This is an optimization exercise on Yosys and OpenROAD, whose aim is small area, a short achievable clock period and few clock cycles, not a production implementation. Function was checked by simulation only, so behaviour that the tests miss may differ from the original. Power figures rest on the tool's default switching activity, not on a simulated workload.

`run.sh`:
```
#!/bin/bash
# synth_recipe.tcl (not shown) runs the flow's synth.tcl, then flattens the netlist and writes it again
# the make line also repeats each setting of config.mk as NAME=value (left out here)
make -C /OpenROAD-flow-scripts/flow DESIGN_CONFIG=/design/flow/config.mk WORK_HOME=/design/flow/orfs CLKGATE_MAP_FILE= SYNTH_SCRIPT=/design/flow/synth_recipe.tcl finish
```
`config.mk`:
```
export PLATFORM = sky130hd
export DESIGN_NAME = block_render_top
export DESIGN_NICKNAME = block_render_top
export VERILOG_FILES = /design/flow/design.v
export SDC_FILE = /design/flow/constraint.sdc
export NUM_CORES = 4
export LEC_CHECK = 0
export CAP_MARGIN = 20
export CORE_MARGIN = 2
export CORE_UTILIZATION = 65
export CTS_BUF_LIST = sky130_fd_sc_hd__clkbuf_8
export CTS_CLUSTER_DIAMETER = 80
export CTS_CLUSTER_SIZE = 15
export SETUP_SLACK_MARGIN = 5
export SLEW_MARGIN = 20
```
`constraint.sdc`:
```
create_clock -name core_clock -period 8.0 [get_ports {sysclk}]
set_input_delay 1.6000 -clock core_clock [delete_from_list [all_inputs] [get_ports {sysclk}]]
set_output_delay 1.6000 -clock core_clock [all_outputs]
set_load 0.01 [all_outputs]
```
`design.v`:
```
`timescale 1ns/1ns
`default_nettype none
module board_store (
    input  logic             sysclk,
    input  logic             clear,      
    input  logic             wr_go,      
    input  logic [4:0]       wr_row,     
    input  logic [3:0]       wr_col,
    input  logic [2:0]       wr_dat,
    output logic [3:0][29:0] tap,        
    output logic [3:0][29:0] nxt         
);
    logic [29:0] ring [4][5];
    logic [3:0][29:0] ins;
    logic [3:0][9:0] wsel;
    logic [2:0]      wd;
    always_comb begin
        wd = clear ? 3'd0 : wr_dat;
        for (int j = 0; j < 4; j++) begin
            for (int c = 0; c < 10; c++) begin
                wsel[j][c] = clear || (wr_go && wr_row[1:0] == 2'(j) && wr_col == 4'(c));
                ins[j][c*3 +: 3] = wsel[j][c] ? wd : ring[j][4][c*3 +: 3];
            end
        end
    end
    always_comb begin
        for (int j = 0; j < 4; j++) begin
            tap[j] = ring[j][4];
            nxt[j] = ring[j][3];
        end
    end
    always_ff @(posedge sysclk) begin
        for (int j = 0; j < 4; j++) begin
            ring[j][0] <= ins[j];
            for (int i = 1; i < 5; i++) ring[j][i] <= ring[j][i-1];
        end
    end
endmodule
`default_nettype wire
`timescale 1ns/1ns
`default_nettype none
module block_render_top (
    input  logic        sysclk,
    input  logic        reset,
    input  logic        wb_cyc,
    input  logic        wb_stb,
    input  logic        wb_we,
    input  logic [7:0]  wb_adr,
    input  logic [7:0]  wb_dat_w,
    input  logic        scan_start,
    input  logic        vtx_ready,
    output logic [7:0]  wb_dat_r,
    output logic        wb_ack,
    output logic        scan_busy,
    output logic        scan_done,
    output logic        vtx_valid,
    output logic [10:0] vtx_x,
    output logic [10:0] vtx_y,
    output logic [5:0]  vtx_z,
    output logic [2:0]  vtx_color,
    output logic [3:0]  vtx_faces,
    output logic        vtx_last
);
    logic [2:0]       ph;         
    logic [2:0]       phn;        
    logic             clearing;   
    logic             clearing_d;
    logic             wr_go;      
    logic             wr_go_d;
    logic [4:0]       wrow;       
    logic [4:0]       wrow_d;
    logic [3:0]       wcol;
    logic [2:0]       wdat;
    logic             wpend;
    logic             wpend_d;
    logic             wload;      
    logic [3:0][29:0] tap;
    logic [4:0]       a_row;
    logic [3:0]       a_col;
    logic             a_ok;
    assign phn        = (ph == 3'd4) ? 3'd0 : ph + 3'd1;
    assign clearing_d = reset || (clearing && ph != 3'd4);
    assign wpend_d    = !reset && ((wload && a_ok) || (wpend && !wr_go));
    assign wrow_d     = wload ? a_row : wrow;
    assign wr_go_d    = wpend_d && !clearing_d && (phn == wrow_d[4:2]);
    always_ff @(posedge sysclk) begin
        ph       <= reset ? 3'd0 : phn;
        clearing <= clearing_d;
        wpend    <= wpend_d;
        wr_go    <= wr_go_d;
    end
    board_store u_board_store (
        .sysclk (sysclk),
        .clear  (clearing),
        .wr_go  (wr_go),
        .wr_row (wrow),
        .wr_col (wcol),
        .wr_dat (wdat),
        .tap    (tap),
        .nxt    (nxt)
    );
    logic [3:0][9:0]  tocc;       
    logic [3:0][29:0] nxt;        
    logic [3:0]       tany;       
    always_comb begin
        for (int j = 0; j < 4; j++) begin
            for (int c = 0; c < 10; c++) tocc[j][c] = |tap[j][c*3 +: 3];
        end
    end
    always_ff @(posedge sysclk) begin
        for (int j = 0; j < 4; j++) tany[j] <= |nxt[j];
    end
    logic [7:0] areg;        
    logic       rdp;         
    logic       rd2;         
    logic       rdv;         
    logic       new_req;
    logic       wfree;
    logic       rd_go;
    assign wfree   = !wpend || wr_go || (phn == wrow[4:2]);
    assign new_req = wb_cyc && wb_stb && !wb_ack && !rdp && !rdv && !rd2 && !clearing;
    always_comb begin
        logic [4:0] rh;
        logic [3:0] d;
        logic [4:0] s;
        case (areg[7:4])
            4'd0:    begin rh = 5'd0;  d = 4'd0; end
            4'd1:    begin rh = 5'd1;  d = 4'd6; end
            4'd2:    begin rh = 5'd3;  d = 4'd2; end
            4'd3:    begin rh = 5'd4;  d = 4'd8; end
            4'd4:    begin rh = 5'd6;  d = 4'd4; end
            4'd5:    begin rh = 5'd8;  d = 4'd0; end
            4'd6:    begin rh = 5'd9;  d = 4'd6; end
            4'd7:    begin rh = 5'd11; d = 4'd2; end
            4'd8:    begin rh = 5'd12; d = 4'd8; end
            4'd9:    begin rh = 5'd14; d = 4'd4; end
            4'd10:   begin rh = 5'd16; d = 4'd0; end
            4'd11:   begin rh = 5'd17; d = 4'd6; end
            4'd12:   begin rh = 5'd19; d = 4'd2; end
            default: begin rh = 5'd19; d = 4'd0; end
        endcase
        s = 5'(areg[3:0]) + 5'(d);
        if (s >= 5'd20) begin
            a_row = rh + 5'd2;
            a_col = 4'(s - 5'd20);
        end else if (s >= 5'd10) begin
            a_row = rh + 5'd1;
            a_col = 4'(s - 5'd10);
        end else begin
            a_row = rh;
            a_col = 4'(s);
        end
        a_ok = (areg < 8'd200);
    end
    assign rd_go = (rdp && !a_ok) || (rdv && ph == wrow[4:2]);
    always_ff @(posedge sysclk) begin
        areg  <= wb_adr;
        if (reset) begin
            wb_ack <= 1'b0;
            wload  <= 1'b0;
            rdp    <= 1'b0;
            rdv    <= 1'b0;
            rd2    <= 1'b0;
        end else begin
            wb_ack <= (new_req && wb_we && wfree) || rd2;
            wload  <= new_req && wb_we && wfree;
            rdp    <= new_req && !wb_we && wfree;
            if (rdp && a_ok) rdv <= 1'b1;
            else if (rd_go)  rdv <= 1'b0;
            rd2    <= rd_go;
        end
    end
    always_ff @(posedge sysclk) begin
        if (wload || rdp) begin
            wrow <= a_row;
            wcol <= a_col;
        end
        if (wload) wdat <= wb_dat_w[2:0];
    end
    localparam logic [1:0] S_SEEK = 2'd0, S_NOCC = 2'd1, S_PICK = 2'd2;
    logic [1:0]  st;
    logic [4:0]  srow;       
    logic [29:0] cur;        
    logic [9:0]  cocc;
    logic [9:0]  pocc;       
    logic [9:0]  nocc;       
    logic [9:0]  rem;        
    logic [9:0]  pick;
    logic        have;
    logic        at_band;
    logic [3:0]  cand;
    logic [3:0]  jsel;       
    logic        found;
    logic        do_pick;
    logic        emit_free;
    logic        take;
    logic [29:0] tsel;
    logic [9:0]  tsel_occ;
    always_comb begin
        for (int c = 0; c < 10; c++) tsel_occ[c] = |tsel[c*3 +: 3];
    end
    logic [9:0]  tsel_below;
    always_comb begin
        for (int c = 0; c < 10; c++) cocc[c] = |cur[c*3 +: 3];
    end
    assign have    = |rem;
    assign at_band = (ph == srow[4:2]) && !wpend && !clearing;
    always_comb begin
        logic seen;
        for (int j = 0; j < 4; j++) cand[j] = tany[j] && (2'(j) >= srow[1:0]);
        seen = 1'b0;
        for (int j = 0; j < 4; j++) begin
            jsel[j] = cand[j] && !seen;
            seen    = seen || cand[j];
        end
        found = seen;
        if (!scan_busy) begin
            for (int j = 0; j < 4; j++) jsel[j] = (wrow[1:0] == 2'(j));
        end
        tsel       = '0;
        tsel_below = '0;
        for (int j = 0; j < 4; j++) begin
            tsel     = tsel | (tap[j] & {30{jsel[j]}});
            if (j < 3) tsel_below = tsel_below | (tocc[(j < 3) ? j + 1 : 0] & {10{jsel[j]}});
        end
    end
    always_comb begin
        logic seen;
        seen = 1'b0;
        for (int c = 0; c < 10; c++) begin
            pick[c] = rem[c] && !seen;
            seen    = seen || rem[c];
        end
    end
    always_ff @(posedge sysclk) begin
        if (reset) begin
            scan_busy <= 1'b0;
            scan_done <= 1'b0;
            st        <= S_SEEK;
        end else begin
            scan_done <= 1'b0;
            if (!scan_busy) begin
                if (scan_start) begin
                    scan_busy <= 1'b1;
                    st        <= S_SEEK;
                end
            end else begin
                case (st)
                    S_SEEK: begin
                        if (at_band) begin
                            if (found) begin
                                st <= (jsel[3] && srow[4:2] != 3'd4) ? S_NOCC : S_PICK;
                            end else if (srow[4:2] == 3'd4) begin
                                scan_busy <= 1'b0;
                                scan_done <= 1'b1;
                            end
                        end
                    end
                    S_NOCC: st <= S_PICK;
                    default: begin
                        if (!have) begin
                            if (srow == 5'd19) begin
                                scan_busy <= 1'b0;
                                scan_done <= 1'b1;
                            end
                            st <= S_SEEK;
                        end
                    end
                endcase
            end
        end
    end
    always_ff @(posedge sysclk) begin
        if (!scan_busy) begin
            if (scan_start) begin
                srow <= 5'd0;
                pocc <= '0;
            end
            if (rd_go) begin
                cur <= tsel;
                rem <= rdv ? 10'(1 << wcol) : 10'd0;
            end
        end else begin
            case (st)
                S_SEEK: begin
                    if (at_band) begin
                        if (found) begin
                            srow <= {srow[4:2], jsel[3] ? 2'd3 : jsel[2] ? 2'd2 : jsel[1] ? 2'd1 : 2'd0};
                            cur  <= tsel;
                            rem  <= tsel_occ;
                            nocc <= tsel_below;
                            if (!jsel[srow[1:0]]) pocc <= '0;
                        end else begin
                            srow <= {srow[4:2] + 3'd1, 2'd0};
                            pocc <= '0;
                        end
                    end
                end
                S_NOCC: nocc <= tocc[0];
                default: begin
                    if (!have) begin
                        srow <= srow + 5'd1;
                        pocc <= cocc;
                    end else if (do_pick) begin
                        rem <= rem & ~pick;
                    end
                end
            endcase
        end
    end
    logic [2:0] p_color;
    logic [3:0] p_faces;
    logic [5:0] p_x;
    logic [6:0] p_y;
    always_comb begin
        p_color = '0;
        p_faces = '0;
        p_x     = '0;
        for (int c = 0; c < 10; c++) begin
            logic [3:0] f;
            f[3] = !pocc[c];
            f[2] = !nocc[c];
            f[1] = (c == 0) ? 1'b1 : !cocc[(c == 0) ? 0 : c - 1];
            f[0] = (c == 9) ? 1'b1 : !cocc[(c == 9) ? 9 : c + 1];
            p_color = p_color | (cur[c*3 +: 3] & {3{pick[c]}});
            p_faces = p_faces | (f & {4{pick[c]}});
            p_x     = p_x | (6'(25 + 3 * c) & {6{pick[c]}});
        end
        p_y = 7'(12 + 3 * srow);
    end
    logic [5:0] ox;
    logic [6:0] oy;
    logic [2:0] ok;
    logic [2:0] ocolor;
    logic [3:0] ofaces;
    logic       olast;
    logic       ovalid;
    assign take      = ovalid && vtx_ready;
    assign emit_free = !ovalid || (olast && vtx_ready);
    assign do_pick   = scan_busy && (st == S_PICK) && have && emit_free;
    always_ff @(posedge sysclk) begin
        if (reset) begin
            ovalid <= 1'b0;
        end else if (do_pick) begin
            ovalid <= 1'b1;
        end else if (take && olast) begin
            ovalid <= 1'b0;
        end
    end
    always_ff @(posedge sysclk) begin
        if (do_pick) begin
            ox     <= p_x;
            oy     <= p_y;
            ok     <= 3'd0;
            olast  <= 1'b0;
            ocolor <= p_color;
            ofaces <= p_faces;
        end else if (rd2) begin
            ocolor <= p_color;
        end else if (take) begin
            ok    <= ok + 3'd1;
            olast <= (ok == 3'd6);
            ox    <= ok[0] ? ox - 6'd3 : ox + 6'd3;
            if (ok[0]) oy <= ok[1] ? oy - 7'd3 : oy + 7'd3;
        end
    end
    assign wb_dat_r  = {5'd0, ocolor};
    assign vtx_valid = ovalid;
    assign vtx_x     = {2'b00, ox, 3'b000};
    assign vtx_y     = {1'b0, oy, 3'b100};
    assign vtx_z     = {1'b0, ok[2], ok[2], 3'b000};
    assign vtx_color = ocolor;
    assign vtx_faces = ofaces;
    assign vtx_last  = olast;
endmodule
`default_nettype wire
```
==> results.toml, run 1 <==
[placement]
gp_congestion = 0.868
portBuffers = 47
dp_hpwl_mm = 33.8

[sta]
fin_tns_setup_ps = 0
rsz0062_at_grt = "true"
worst_pin_slew_ps = 1080
maxClockFrequency_ghz = 0.325
maxSlewHeadroom_pct = 27.6
period_share_pct = 38.4
hold_viol = 0
finalSetupViolCount = 0
hold-worst-slack_ps = 323
fin_crit_ps = 3080
fin_skew_ps = 32.2
drv_slew = 0

[power]
power_frac_seq_pct = 63.7
ir_drop_mv = 0.213
internal-power_mw = 4.63
power_leakage_nw = 9.36
power_mw = 6.00
comb_power_share_pct = 7.2
netSwitchingFraction_pct = 22.8
power.density_nw_per_um2 = 242
pwr-share-clk_pct = 29.1
p_switching_mw = 1.37

[synth]
ys_types = 66
yosys_warnings = 3
ys_top_cells_by_area = "dfxtp_1 (57%), edfxtp_1 (13%), nand2_1 (4.4%)"
synth_area_leader_cell = "dfxtp_1"
ys_ff_latch = 737
syn_inst = 1951
synth_top_area_share_pct = 56.6
synth_common_cells = "dfxtp_1 (640), nand2_1 (263), a21oi_1 (147)"
ys_seq_area_share_pct = 69.5
synthFlopType = "dfxtp_1"
yosysMostFrequentCell = "dfxtp_1"
syn_area_um2 = 22600
synth_edf_count = 97
synthArstFlopShare_pct = 0
syn_avg_cell_area_um2 = 11.6

[routing]
top_layer_used = "met4"
m1WireLength_mm = 23.1
wl_met2_mm = 24.1
wl_mm = 51.6
drt_first_pass_iters = 8
avgRoutedWirePerCell_um = 20.7
antenna_left = 0
via_per_inst = 5.88
wl_met3_mm = 2.91
drc = 0
drtIter0Drc = 1360
dr_total_vias = 14600

[grt]
antenna_found_initial = 0
gr-total-overflow = 0
grt_max_degree = 86
first_global_vias = 14200
grt_usage_pct = 28.6
grt_pass1_wl_mm = 79.2

[cells_and_area]
antenna_cells = 0
nets = 2082
fillCellCount = 2474
final_core_util_pct = 72.1
syn_to_final_growth_pct = 9.66
drive_above_1_share_pct = 8.56

[floorplanning]
rows = 68
ios = 71
die_y_um = 191
start_util_pct = 65.7
coreArea_um2 = 34500
fp.dieW_um = 191
dieArea_um2 = 36300

[clock_tree]
cts-buffers-inserted = 55
clock_path_buffers = 3
clk_pin_slew_ps = 110
clock-sinks = 737
ctsHoldBuffers = 0
htree_levels = 2
cts_tree = "built"
root_buffer = "clkbuf_8"
clkLatencyLatePin_ps = 650

[flow_run]
cap_violations = 0

[setup_path]
critPathKind = "flip-flop to flip-flop"
cp-end-kind = "flip-flop"
cp-start-kind = "flip-flop"
worst_ep_required_time_ps = 8420
critPathMaxFanout = 11
cp.arrival_ps = 3500

[worst_hold_path]
hold_class = "flip-flop to flip-flop"

[outcome]
status = "timing/DRC/antenna clean"
state kept, by name, indices dropped and copies added (netlist names), 5 cells and up, named ones only:
signal and count:
areg 8, cur 30, nocc 10, ox 6, oy 7, pocc 10
rem 10, srow 5, u_board_store.ring 600, wrow 5
power groups by stage:
stage / clock network (mW) / registers, mW / logic, mW
CTS: 1.78 / 3.82 / 0.413
finish: 1.75 / 3.82 / 0.432
global placement: 0 / 3.91 / 0.372
global route: 1.92 / 3.82 / 0.480
detailed placement: 0 / 3.91 / 0.387
floorplan: 0 / 3.90 / 0.297
timing repair:
action                                  4_1_cts  5_1_grt
endpoints found under the setup margin       91       47
gates resized for setup                      67       18
setup buffers                                23       16
cloned                                        2        0
pin swaps                                    11       11
critical path, stage by stage, from the launching register on:
cell      delay (ps)
edfxtp_1         440
inv_2            140
ha_4             150
nor2b_4           50
o21a_1           190
a32o_2           330
buf_12           170
a222oi_1         380
nand2_1          180
or4_4            550
a32o_1           250
kinds of logic (layout without fill, tap and decap cells):
family / Yosys count / after routing / synth area share [%]
mux: 16 / 16 / 0.763
other cells: 2 / 18 / 0.0332
simple gates: 608 / 608 / 12.5
flops: 737 / 737 / 69.5
compound gates: 355 / 355 / 10.4
fa+ha+maj: 43 / 43 / 2.51
xor+xnor: 32 / 32 / 1.24
buf+inv: 158 / 223 / 3.11
stage by stage:
stage | cell area (µm²) | worst slack (ps) | instances
floorplan | 22700 | 5030 | 1967
CTS | 24600 | 4900 | 2471
detailed placement | 23500 | 3350 | 2373
finish | 24800 | 4920 | 2487
global placement | 23500 | 3490 | 2373
global route | 24800 | 4870 | 2487
layout by cell type, fill, tap and decap left out, drive strengths merged, types with 11 or more instances in the layout:
master         count
nand3            122
nor2b             19
dlygate4sd2       19
nand4             18
inv               54
clkdlybuf4s50     17
xor2              13
ha                39
nand2            263
buf               61
o31ai             30
nor4              30
conb              18
a222oi            21
nor3              31
a221o             12
xnor2             19
nand2b            11
nor2              75
dfxtp            640
clkbuf            57
clkdlybuf4s15     11
edfxtp            97
a21oi            147
mux2i             15
o21ai             39
routing by layer:
metal	GRT usage, %	up-vias
met5	0	-
met4	9.51	0
met3	3.88	96
met2	46.0	510
met1	40.2	7096
li1	-	6915
area by class of cell:
class / instances / area, µm² / share of cell area, %
multi-input cells: 1072 / 6530 / 26.3
repair buffers: 109 / 973 / 3.92
clock buffers: 57 / 785 / 3.16
flip-flops and latches: 737 / 15700 / 63.4
inverters: 40 / 154 / 0.620
repair inverters: 1 / 7.51 / 0.0302
well taps: 455 / 569 / 2.29
clock inverters: 16 / 80.1 / 0.323
worst paths after layout:
path                                        endpoint  cells past startpoint  slack, ps                               start
setup / recovery                    rem[4]$_DFFE_PP_                     10       4920               srow[1]$_SDFFCE_PN0P_
setup reg to reg                    rem[4]$_DFFE_PP_                     10       4920               srow[1]$_SDFFCE_PN0P_
hold reg to reg   u_board_store.ring[17][22]$_DFF_P_                      0        320  u_board_store.ring[16][22]$_DFF_P_
hold / removal    u_board_store.ring[17][22]$_DFF_P_                      0        320  u_board_store.ring[16][22]$_DFF_P_
Testbench counts, summed over its fixed seeds: cycles 142,189.
==> run 2: changes to the inputs <==
--- a/design.v
+++ b/design.v
@@ -15,7 +15,7 @@
     logic [3:0][9:0] wsel;
     logic [2:0]      wd;
     always_comb begin
-        wd = clear ? 3'd0 : wr_dat;
+        wd = clear ? 3'd7 : ~wr_dat;
         for (int j = 0; j < 4; j++) begin
             for (int c = 0; c < 10; c++) begin
                 wsel[j][c] = clear || (wr_go && wr_row[1:0] == 2'(j) && wr_col == 4'(c));
@@ -25,8 +25,8 @@
     end
     always_comb begin
         for (int j = 0; j < 4; j++) begin
-            tap[j] = ring[j][4];
-            nxt[j] = ring[j][3];
+            tap[j] = ~ring[j][4];
+            nxt[j] = ~ring[j][3];
         end
     end
     always_ff @(posedge sysclk) begin
--- a/config.mk
+++ b/config.mk
@@ -8,8 +8,7 @@
 export CAP_MARGIN = 20
 export CORE_MARGIN = 2
 export CORE_UTILIZATION = 65
-export CTS_BUF_LIST = sky130_fd_sc_hd__clkbuf_8
-export CTS_CLUSTER_DIAMETER = 80
-export CTS_CLUSTER_SIZE = 15
+export CTS_CLUSTER_DIAMETER = 120
+export CTS_CLUSTER_SIZE = 25
 export SETUP_SLACK_MARGIN = 5
 export SLEW_MARGIN = 20
==> run 2 against run 1 <==
- highest routed layer is now met5
- routed wire length is 4.5% lower
- critical path depth down 1
- area after synthesis down 1.3%
- largest power group unchanged
- first-iteration DRC count decreased by 4.9%
- non-clock buffer count shrank 7
==> results.toml, run 2 <==
[sta]
maxClockFrequency_ghz = 0.337
fin_tns_setup_ps = 0
rsz0062_at_grt = "true"
drv_slew = 0
fin_skew_ps = 21.0
hold_viol = 0
maxSlewHeadroom_pct = 25.8
finalSetupViolCount = 0
worst_pin_slew_ps = 1100
fin_crit_ps = 2970
period_share_pct = 37.1

[power]
internal-power_mw = 4.71
p_switching_mw = 1.23
netSwitchingFraction_pct = 20.7
comb_power_share_pct = 4.2
power_leakage_nw = 9.38
power_mw = 5.94
ir_drop_mv = 0.213
power.density_nw_per_um2 = 240
power_frac_seq_pct = 63.6
pwr-share-clk_pct = 32.2

[routing]
drc = 0
wl_mm = 49.2
avgRoutedWirePerCell_um = 21.2
dr_total_vias = 13900
drt_first_pass_iters = 14
via_per_inst = 5.98
antenna_left = 0
drtIter0Drc = 1293

[cells_and_area]
top_regs = "u_board_store.ring: 600 flops, cur: 30 flops"
fillCellCount = 2318
regArea_um2 = 15700
nets = 1922
syn_to_final_growth_pct = 10.7
largest_reg_flops = 600
regMostFlops = "u_board_store.ring"
drive_above_1_share_pct = 8.19
final_cell_mix = "dfxtp_1 (637), nor2_1 (184), a211o_1 (120), nand2_1 (98), edfxtp_1 (97)"
final_common_cell = "dfxtp_1"
antenna_cells = 0
final_cells = 2317
multi_input_area_um2 = 6280

[clock_tree]
cts-buffers-inserted = 35
htree_levels = 2
clock_path_buffers = 3
clk_pin_slew_ps = 100
root_buffer = "clkbuf_16"
ctsHoldBuffers = 0
clkLatencyLatePin_ps = 550
cts_tree = "built"
clock-sinks = 737

[synth]
yosysMostFrequentCell = "dfxtp_1"
syn_avg_cell_area_um2 = 12.5
ys_types = 67
yosys_warnings = 3
syn_inst = 1792
synth_edf_count = 97
syn_area_um2 = 22300
synthFlopType = "dfxtp_1"
synth_area_leader_cell = "dfxtp_1"
ys_seq_area_share_pct = 70.4
ys_top_cells_by_area = "dfxtp_1 (57%), edfxtp_1 (13%), a211o_1 (4.7%)"
synth_common_cells = "dfxtp_1 (640), nor2_1 (186), a211o_1 (120)"
synth_top_area_share_pct = 57.3
synthArstFlopShare_pct = 0
ys_ff_latch = 737

[placement]
dp_hpwl_mm = 32.8
gp_congestion = 0.903
portBuffers = 47
placed_cells = 2228

[flow_run]
cap_violations = 0

[floorplanning]
coreArea_um2 = 33700
rows = 67
fp.dieW_um = 189
ios = 71
die_y_um = 189
dieArea_um2 = 35900
start_util_pct = 66.3

[setup_path]
cp.arrival_ps = 3250
worst_ep_required_time_ps = 8280
cp-end-kind = "flip-flop"
cp-start-kind = "flip-flop"
critPathMaxFanout = 5
critPathKind = "flip-flop to flip-flop"

[grt]
antenna_found_initial = 1
grt_pass1_wl_mm = 75.5
gr-total-overflow = 0
grt_usage_pct = 27.6
first_global_vias = 13200
grt_max_degree = 99

[worst_hold_path]
hold_class = "flip-flop to flip-flop"

[outcome]
status = "timing/DRC/antenna clean"
run 2: repair_timing:
action                     in CTS  in global routing
cloned                          3                  1
setup endpoints to repair      78                 41
gates resized for setup        67                 17
setup buffers                  25                 10
pin swaps                       5                  7
run 2: power groups by stage:
| stage | sequential [mW] | clock [mW] | combinational, mW |
|---|---|---|---|
| after floorplan | 3.86 | 0 | 0.170 |
| after global placement | 3.86 | 0 | 0.205 |
| after detailed placement | 3.86 | 0 | 0.215 |
| after CTS | 3.78 | 1.96 | 0.236 |
| after global routing | 3.78 | 2.08 | 0.277 |
| final | 3.78 | 1.91 | 0.249 |
run 2: worst paths after layout:
check	start	endpoint	slack, ps	cells after the start
max reg2reg	rem[1]$_DFFE_PP_	pocc[3]$_SDFFCE_PP0P_	5030	9
max	rem[1]$_DFFE_PP_	pocc[3]$_SDFFCE_PP0P_	5030	9
min	u_board_store.ring[2][10]$_DFF_P_	u_board_store.ring[3][10]$_DFF_P_	320	0
min reg2reg	u_board_store.ring[2][10]$_DFF_P_	u_board_store.ring[3][10]$_DFF_P_	320	0
run 2: kinds of logic after synthesis:
logic type | Yosys count | share of synthesized area (%)
DFF | 737 | 70.4
and+or+nand+nor | 455 | 9.49
AOI/OAI and AO/OA | 382 | 13.2
buffers and inverters | 136 | 2.82
adders and majority gates | 43 | 2.54
xor gates and xnor gates | 33 | 1.29
muxes | 4 | 0.235
other | 2 | 0.0336
run 2: cell type report:
class / instances / area share (%)
Sequential cell: 737 / 63.6
Multi-Input combinational cell: 935 / 25.4
Timing Repair Buffer: 102 / 4.04
Clock buffer: 47 / 3.81
Tap cell: 448 / 2.27
Inverter: 44 / 0.718
Clock inverter: 3 / 0.167
Timing Repair inverter: 1 / 0.0354
run 2: worst max-delay path, cell delays in order (launching register included):
cell	delay [ps]
edfxtp_1	450
or4_4	560
or3_4	340
or3_4	360
nor3_4	140
buf_4	150
a211oi_2	60
or2_4	280
nor2_4	170
clkbuf_16	180
run 2: per-stage QoR:
step / utilization (%) / cell area, µm² / hold slack (ps) / worst slack (ps)
3_3_place_gp: 68.8 / 23200 / 310 / 4020
4_1_cts: 72.9 / 24600 / 328 / 4990
2_1_floorplan: - / 22400 / 310 / 5030
5_1_grt: 73.4 / 24700 / 332 / 4880
3_5_place_dp: 68.8 / 23200 / 312 / 3950
6_report: 73.4 / 24700 / 323 / 5030
run 2: per-layer routing:
metal,GRT usage (%),wire [µm],vias up
met3,5.60,3930,118
met2,41.2,21300,595
li1,-,-,6491
met1,40.4,22500,6644
met5,0,13,-
met4,9.33,1530,2
Testbench counts of run 2, summed over its fixed seeds: cycles 142,189.

-- port drivers added, routing unchanged --
How much do the figures lean on ideal ports? The routed layouts below were timed once more, with nothing changed but the port constraints.
Step 1 sets driving cells, clkbuf_16 on the clock port and buf_2 on the other inputs (assumed; they add their load-dependent delay and slew).
Step 2 moves the port delays by t, midway between the first and last clock arrival at a register: inputs arrive t later, outputs are due t later. That takes back most of the time a late clock gives input paths.
Three values: no drivers, after step 1, after step 2; two values: the first two.
run	t, ns	slack for setup (ns)	hold WS [ns]	clock arrival spread, ns	cell pins on the clock port's net
run 1	0.685	4.924 / 4.924 / 4.513	0.323 / 0.323 / 0.323	0.038 / 0.037	1
run 2	0.592	5.032 / 4.992 / 4.540	0.323 / 0.323 / 0.323	0.023 / 0.024	1
After both steps setup and hold are still met in every run listed. The setup slack of run 2, which loses most, moves by -0.040 ns with the drivers and by -0.492 ns with both steps.
